What follows belongs to an exercise in optimizing a design on an open flow for small area; a production flow would make more cautious choices. In this exercise RTL edits were held to simulation tests only and were not proved equivalent to the original. Power and IR drop assume default switching activity. No driver is modelled on the clock port, so clocking that relies on it looks cheaper here than on a real chip.

Design sweep_recorder, start of the top module:
module sweep_recorder
(
  input  logic              clock,
  input  logic              reset,
  input  logic [IDX_W-1:0]  regnum,
  input  logic [DATA_W-1:0] wdata,
  input  logic              done,
  input  logic [IDX_W-1:0]  rsel,
  output logic [DATA_W-1:0] rdata,
  output logic              sweep_valid,
  output logic [IDX_W-1:0]  sweep_count,
  output logic [IDX_W-1:0]  sweep_first,
  output logic [IDX_W-1:0]  sweep_last,
  output logic              sweep_dir,
  output logic              sweep_err,
  output logic [DATA_W-1:0] checksum
);
==> flow/config.mk <==
export PLATFORM = sky130hd
export DESIGN_NAME = sweep_recorder
export DESIGN_NICKNAME = sweep_recorder
export VERILOG_FILES = /design/flow/design.v
export SDC_FILE = /design/flow/constraint.sdc
export NUM_CORES = 4
export LEC_CHECK = 0
export CAP_MARGIN = 20
export CORE_MARGIN = 2
export CORE_UTILIZATION = 50
export CTS_CLUSTER_DIAMETER = 80
export CTS_CLUSTER_SIZE = 28
export SLEW_MARGIN = 20
export SYNTH_HIERARCHICAL = 1
==> flow/constraint.sdc <==
create_clock -name core_clock -period 7.0 [get_ports {clock}]
set_input_delay 1.4000 -clock core_clock [delete_from_list [all_inputs] [get_ports {clock}]]
set_output_delay 1.4000 -clock core_clock [all_outputs]
set_load 0.01 [all_outputs]
standard.sh (not shown) runs the stock make flow with config.mk's settings and CLKGATE_MAP_FILE= SYNTH_SCRIPT=/design/flow/synth_recipe.tcl, a recipe that flattens the netlist after the stock synthesis.
==> flow/flow/run.sh <==
#!/bin/bash
# The standard layout (standard.sh, unchanged synthesis) with two changes:
#  - clock tree synthesis without dummy loads (sink clusters as in config.mk),
#  - port buffers of the smallest buffer cell (repair may still resize them).
# make's output goes to flow_make.log here; ORFS keeps each tool's own log under orfs/logs/.
set -euo pipefail
export CTS_ARGS="-sink_clustering_enable -repair_clock_nets -dont_use_dummy_load -sink_clustering_size 28 -sink_clustering_max_diameter 80"
export BUFFER_PORTS_ARGS="-buffer_cell sky130_fd_sc_hd__buf_1"
bash standard.sh > flow_make.log 2>&1
The first run went through all stages and came out clean.
Then changed:
==> flow/run.sh (new file) <==
#!/bin/bash
# synth_recipe.tcl (not shown) runs the flow's synth.tcl, then flattens the netlist and writes it again
# the make line also repeats each setting of config.mk as NAME=value (left out here)
make -C /OpenROAD-flow-scripts/flow DESIGN_CONFIG=/design/flow/config.mk WORK_HOME=/design/flow/orfs CLKGATE_MAP_FILE= SYNTH_SCRIPT=/design/flow/synth_recipe.tcl finish
removed: flow/flow/run.sh
removed: flow/standard.sh
The changed run passed the timing, design-rule and antenna checks.
Clock-buffer cell count went up by 20.
Area after synthesis does not change.
Power rose by a few percent.
Core utilization goes up by 1.3 points.
Worst hold slack gets worse by 0.0073 ns.
Then changed:
==> flow/flow/run.sh (new file) <==
#!/bin/bash
# The standard layout (standard.sh, unchanged synthesis) with two changes:
#  - clock tree synthesis without dummy loads and larger sink clusters,
#  - port buffers of the smallest buffer cell (repair may still resize them).
# make's output goes to flow_make.log here; ORFS keeps each tool's own log under orfs/logs/.
set -euo pipefail
export CTS_ARGS="-sink_clustering_enable -repair_clock_nets -dont_use_dummy_load -sink_clustering_size 32 -sink_clustering_max_diameter 80"
export BUFFER_PORTS_ARGS="-buffer_cell sky130_fd_sc_hd__buf_1"
bash standard.sh > flow_make.log 2>&1
==> flow/standard.sh (new file) <==
#!/bin/bash
# synth_recipe.tcl (not shown) runs the flow's synth.tcl, then flattens the netlist and writes it again
# the make line also repeats each setting of config.mk as NAME=value (left out here)
make -C /OpenROAD-flow-scripts/flow DESIGN_CONFIG=/design/flow/config.mk WORK_HOME=/design/flow/orfs CLKGATE_MAP_FILE= SYNTH_SCRIPT=/design/flow/synth_recipe.tcl "${@:-finish}"
Settings changed: CAP_MARGIN 20 to 5, CORE_UTILIZATION 50 to 60, CTS_CLUSTER_DIAMETER 80 to not set, CTS_CLUSTER_SIZE 28 to not set, SLEW_MARGIN 20 to 5.
removed: flow/run.sh
Outcome:
- sequential share of layout area is higher by 2.5 points
- cell count is lower by about 7%
- die area is lower by 16%
- flip-flop and latch count is unchanged
- clock skew is higher by 0.034 ns
- final area is lower by about 3.3%
- register-to-register slack improves by 0.06 ns

The RTL this note starts from:
==> flow/design.v <==
package sweep_pkg;
  localparam int IDX_W  = 5;
  localparam int DATA_W = 32;
  localparam int NREGS  = 32;
  localparam logic [IDX_W-1:0] CNT_MAX = 5'd31;
  typedef enum logic [2:0] {
    IDLE,
    SEEN1,
    UP,
    DOWN,
    REPORT
  } state_e;
  typedef struct packed {
    logic [IDX_W-1:0]  count;
    logic [IDX_W-1:0]  first;
    logic [IDX_W-1:0]  last;
    logic              dir;
    logic              err;
    logic [DATA_W-1:0] cks;
  } sweep_t;
endpackage
import sweep_pkg::*;
module regfile32
(
  input  logic              clock,
  input  logic              reset,
  input  logic [IDX_W-1:0]  waddr,
  input  logic [DATA_W-1:0] wdata,
  input  logic [IDX_W-1:0]  raddr,
  output logic [DATA_W-1:0] rdata
);
  logic [NREGS-1:1][DATA_W-1:0] mem_q;
  logic [NREGS-1:1]             vld_q;
  logic [NREGS-1:1]             we;
  logic [NREGS-1:1]             sel;
  logic [NREGS-1:1]             we_n;
  logic [NREGS-1:1][DATA_W-1:0] mem_d;
  logic                         ph_q;
  logic [DATA_W-1:0]            wx_n;
  logic [DATA_W-1:0]            raw;
  always_ff @(posedge clock or negedge reset) begin
    if (!reset) begin
      ph_q <= 1'b0;
    end else begin
      ph_q <= !ph_q;
    end
  end
  assign wx_n = wdata ^ {DATA_W{ph_q}};
  for (genvar i = 1; i < NREGS; i++) begin : g_reg
    assign we[i]   = (waddr == IDX_W'(i));
    assign we_n[i] = !we[i];
    assign sel[i]  = vld_q[i] && (raddr == IDX_W'(i));
    for (genvar b = 0; b < DATA_W; b++) begin : g_bit
      oai22 u_hold (
        .a0 (mem_q[i][b]), .a1 (we[i]),
        .b0 (we_n[i]),     .b1 (wx_n[b]),
        .y  (mem_d[i][b])
      );
    end
    always_ff @(posedge clock) begin
      mem_q[i] <= mem_d[i];
    end
    always_ff @(posedge clock or negedge reset) begin
      if (!reset) begin
        vld_q[i] <= 1'b0;
      end else if (we[i]) begin
        vld_q[i] <= 1'b1;
      end
    end
  end
  logic [9:0][DATA_W-1:0] grp_n;
  for (genvar g = 0; g < 10; g++) begin : g_grp
    for (genvar b = 0; b < DATA_W; b++) begin : g_bit
      aoi222 u_aoi (
        .a0 (sel[3*g+1]), .a1 (mem_q[3*g+1][b]),
        .b0 (sel[3*g+2]), .b1 (mem_q[3*g+2][b]),
        .c0 (sel[3*g+3]), .c1 (mem_q[3*g+3][b]),
        .y  (grp_n[g][b])
      );
    end
  end
  always_comb begin
    raw = {DATA_W{sel[NREGS-1]}} & mem_q[NREGS-1];
    for (int g = 0; g < 10; g++) begin
      raw = raw | ~grp_n[g];
    end
  end
  assign rdata = raw ^ {DATA_W{ph_q && (sel != '0)}};
endmodule
module aoi222
(
  input  logic a0, a1, b0, b1, c0, c1,
  output logic y
);
  assign y = !((a0 && a1) || (b0 && b1) || (c0 && c1));
endmodule
module oai22
(
  input  logic a0, a1, b0, b1,
  output logic y
);
  assign y = !((a0 || a1) && (b0 || b1));
endmodule
import sweep_pkg::*;
module sweep_recorder
(
  input  logic              clock,
  input  logic              reset,
  input  logic [IDX_W-1:0]  regnum,
  input  logic [DATA_W-1:0] wdata,
  input  logic              done,
  input  logic [IDX_W-1:0]  rsel,
  output logic [DATA_W-1:0] rdata,
  output logic              sweep_valid,
  output logic [IDX_W-1:0]  sweep_count,
  output logic [IDX_W-1:0]  sweep_first,
  output logic [IDX_W-1:0]  sweep_last,
  output logic              sweep_dir,
  output logic              sweep_err,
  output logic [DATA_W-1:0] checksum
);
  logic act_q, rep_q, up_q, dn_q, done_prev_q;
  logic act_d, up_d, dn_d;
  logic [IDX_W-1:0]  cnt_q, first_q, last_q;
  logic              err_q;
  logic [DATA_W-1:0] cks_q;
  logic [IDX_W-1:0]  cnt_d, first_d, last_d;
  logic              err_d;
  logic [DATA_W-1:0] cks_d;
  logic [IDX_W-1:0]  rpt_cnt_q, rpt_first_q, rpt_last_q;
  logic              rpt_dir_q, rpt_err_q;
  logic [DATA_W-1:0] rpt_cks_q;
  logic [DATA_W-1:0] rpt_cks_d;
  logic [IDX_W-1:0]  rpt_cnt_d, rpt_first_d, rpt_last_d;
  logic              rpt_dir_d, rpt_err_d;
  logic idle, wr, is_new, step_up, step_dn, seen1, bad, take, ld;
  regfile32 u_rf (
    .clock (clock),
    .reset (reset),
    .waddr (regnum),
    .wdata (wdata),
    .raddr (rsel),
    .rdata (rdata)
  );
  assign idle    = !act_q && !rep_q;
  assign wr      = (regnum != '0);
  assign is_new  = act_q && wr && (regnum != last_q);
  assign step_up = (regnum == last_q + 5'd1);
  assign step_dn = (regnum == last_q - 5'd1);
  assign seen1   = !up_q && !dn_q;
  assign bad     = seen1 ? !(step_up || step_dn) :
                   up_q  ? !step_up : !step_dn;
  assign ld      = idle || is_new;    
  assign take    = done && !done_prev_q && !rep_q;
  always_comb begin
    act_d   = idle ? wr : act_q;
    up_d    = act_q && (up_q || (seen1 && is_new && step_up));
    dn_d    = act_q && (dn_q || (seen1 && is_new && step_dn));
    first_d = idle ? regnum : first_q;
    last_d  = ld ? regnum : last_q;
    err_d   = act_q && (err_q || (is_new && bad));
    if (idle) begin
      cnt_d = {4'd0, wr};
    end else if (is_new && cnt_q != CNT_MAX) begin
      cnt_d = cnt_q + 5'd1;
    end else begin
      cnt_d = cnt_q;
    end
  end
  for (genvar b = 0; b < DATA_W; b++) begin : g_cks
    cks_bit u_cks (
      .act  (act_q),
      .en   (ld && wr),
      .c    (cks_q[b]),
      .w    (wdata[b]),
      .take (take),
      .r    (rpt_cks_q[b]),
      .c_d  (cks_d[b]),
      .r_d  (rpt_cks_d[b])
    );
  end
  logic [3*IDX_W+1:0] rpt_new, rpt_old, rpt_nxt;
  assign rpt_new = {cnt_d, first_d, last_d, up_d, err_d};
  assign rpt_old = {rpt_cnt_q, rpt_first_q, rpt_last_q, rpt_dir_q, rpt_err_q};
  assign {rpt_cnt_d, rpt_first_d, rpt_last_d, rpt_dir_d, rpt_err_d} = rpt_nxt;
  for (genvar b = 0; b < 3*IDX_W+2; b++) begin : g_rpt
    ao22 u_hold (
      .a0 (take),  .a1 (rpt_new[b]),
      .b0 (!take), .b1 (rpt_old[b]),
      .y  (rpt_nxt[b])
    );
  end
  always_ff @(posedge clock) begin
    up_q    <= up_d;
    dn_q    <= dn_d;
    cnt_q   <= cnt_d;
    first_q <= first_d;
    last_q  <= last_d;
    err_q   <= err_d;
    cks_q   <= cks_d;
  end
  always_ff @(posedge clock or negedge reset) begin
    if (!reset) begin
      act_q       <= 1'b0;
      rep_q       <= 1'b0;
      done_prev_q <= 1'b0;
      rpt_cnt_q   <= '0;
      rpt_first_q <= '0;
      rpt_last_q  <= '0;
      rpt_dir_q   <= 1'b0;
      rpt_err_q   <= 1'b0;
      rpt_cks_q   <= '0;
    end else begin
      done_prev_q <= done;
      rep_q       <= take;
      act_q       <= act_d && !take && !rep_q;
      rpt_cks_q   <= rpt_cks_d;
      rpt_cnt_q   <= rpt_cnt_d;
      rpt_first_q <= rpt_first_d;
      rpt_last_q  <= rpt_last_d;
      rpt_dir_q   <= rpt_dir_d;
      rpt_err_q   <= rpt_err_d;
    end
  end
  assign sweep_valid = rep_q;
  assign sweep_count = rpt_cnt_q;
  assign sweep_first = rpt_first_q;
  assign sweep_last  = rpt_last_q;
  assign sweep_dir   = rpt_dir_q;
  assign sweep_err   = rpt_err_q;
  assign checksum    = rpt_cks_q;
endmodule
module cks_bit
(
  input  logic act, en, c, w, take, r,
  output logic c_d, r_d
);
  logic x;
  assign x   = (act && c) ^ (en && w);
  assign c_d = x;
  ao22 u_hold (.a0 (take), .a1 (x), .b0 (!take), .b1 (r), .y (r_d));
endmodule
module ao22
(
  input  logic a0, a1, b0, b1,
  output logic y
);
  assign y = (a0 && a1) || (b0 && b1);
endmodule
Settings: LEC_CHECK=0, CAP_MARGIN=20, CORE_MARGIN=2, CORE_UTILIZATION=60, SETUP_SLACK_MARGIN=0.2, SLEW_MARGIN=10, SYNTH_HIERARCHICAL=1; clock period 7.0 ns.
==> flow/flow/run.sh <==
#!/bin/bash
# The standard layout (standard.sh) with these changes:
#  - synthesis maps with ABC's speed script minus its buffer and upsize passes
#    (a copy of ORFS's scripts folder, edited here, in ./scripts); the flip-flops
#    and the rest of synthesis are unchanged,
#  - clock tree synthesis without dummy loads and larger sink clusters,
#  - port buffers of the smallest buffer cell (repair may still resize them).
# make's output goes to flow_make.log here; ORFS keeps each tool's own log under orfs/logs/.
set -euo pipefail
rm -rf scripts
cp -r "$FLOW_HOME/scripts" scripts
sed -i -e '/^buffer -c$/d' -e '/^upsize -c$/d' scripts/abc_speed.script
export CTS_ARGS="-sink_clustering_enable -repair_clock_nets -dont_use_dummy_load -sink_clustering_size 32 -sink_clustering_max_diameter 80"
export BUFFER_PORTS_ARGS="-buffer_cell sky130_fd_sc_hd__buf_1"
bash standard.sh "SCRIPTS_DIR=$PWD/scripts" finish > flow_make.log 2>&1
Change:
CAP_MARGIN = 10   (was 20)
SETUP_SLACK_MARGIN = not set   (was 0.2)
Effect:
- count of clock-buffer cells in the layout went down by 1
- wire length drops by 0.51%
- first-iteration DRC count is lower by 3.3%
- cell area decreases by 2.6%
Change:
--- a/flow/flow/run.sh
+++ b/flow/flow/run.sh
@@ -13 +13 @@
-export CTS_ARGS="-sink_clustering_enable -repair_clock_nets -dont_use_dummy_load -sink_clustering_size 32 -sink_clustering_max_diameter 80"
+export CTS_ARGS="-sink_clustering_enable -repair_clock_nets -dont_use_dummy_load -sink_clustering_size 31 -sink_clustering_max_diameter 80"
CAP_MARGIN = 12   (was 10)
CORE_UTILIZATION = 64   (was 60)
=> Power decreases by 0.32%. Routed wire length rises by 0.79%. Sequential power barely changes. Global-route usage grows by 2.9 points.
Change:
CAP_MARGIN = 14   (was 12)
CORE_UTILIZATION = 62   (was 64)
The changed run completed without violations.
Synthesized cell count does not change.
Global-route usage fell by 0.35 points.
Design area rose slightly.
Die area rose by a few percent.
Worst hold slack is about the same.
First-iteration DRC count fell slightly.
Total power rose slightly.
Flip-flop and latch count stays the same.

[afterwards: timing with drivers on the ports]
Ports are ideal in the flow. The routed layouts listed here were re-timed in OpenROAD. Step 1 assumes that a clkbuf_16 drives the clock port and a buf_2 every other input. Step 2, shift: input delay + t, output delay - t, t = (earliest + latest rising clock arrival at the registers) / 2. This alone moves slack from input paths to output paths. a / b / c = no drivers / after step 1 / after step 2; a / b = the first two.
run | t (ns) | setup WS [ns] | clock arrival spread, ns | slew at the worst register clock pin (ns) | worst slew at a driven data input, ns
the first run of note 1 | 0.692 | 1.191 / 1.162 / 1.162 | 0.066 / 0.066 | 0.11 / 0.11 | 0.07
the second run of note 1 | 0.707 | 0.460 / 0.427 / 0.427 | 0.040 / 0.041 | 0.11 / 0.11 | 0.07
the third run of note 1 | 0.688 | 1.278 / 1.224 / 1.224 | 0.059 / 0.059 | 0.12 / 0.12 | 0.06
the first run of note 2 | 0.672 | 0.192 / 0.091 / 0.091 | 0.075 / 0.075 | 0.12 / 0.12 | 0.11
the second run of note 2 | 0.679 | 0.078 / 0.013 / 0.013 | 0.073 / 0.073 | 0.12 / 0.12 | 0.11
the third run of note 2 | 0.681 | 0.378 / 0.281 / 0.281 | 0.041 / 0.042 | 0.12 / 0.12 | 0.11
the fourth run of note 2 | 0.686 | 0.534 / 0.461 / 0.461 | 0.048 / 0.048 | 0.12 / 0.12 | 0.10
After both steps every run listed still meets setup and hold. For the first run of note 2, which loses most, drivers alone change the setup slack by -0.101 ns; drivers and shift together by -0.101 ns.
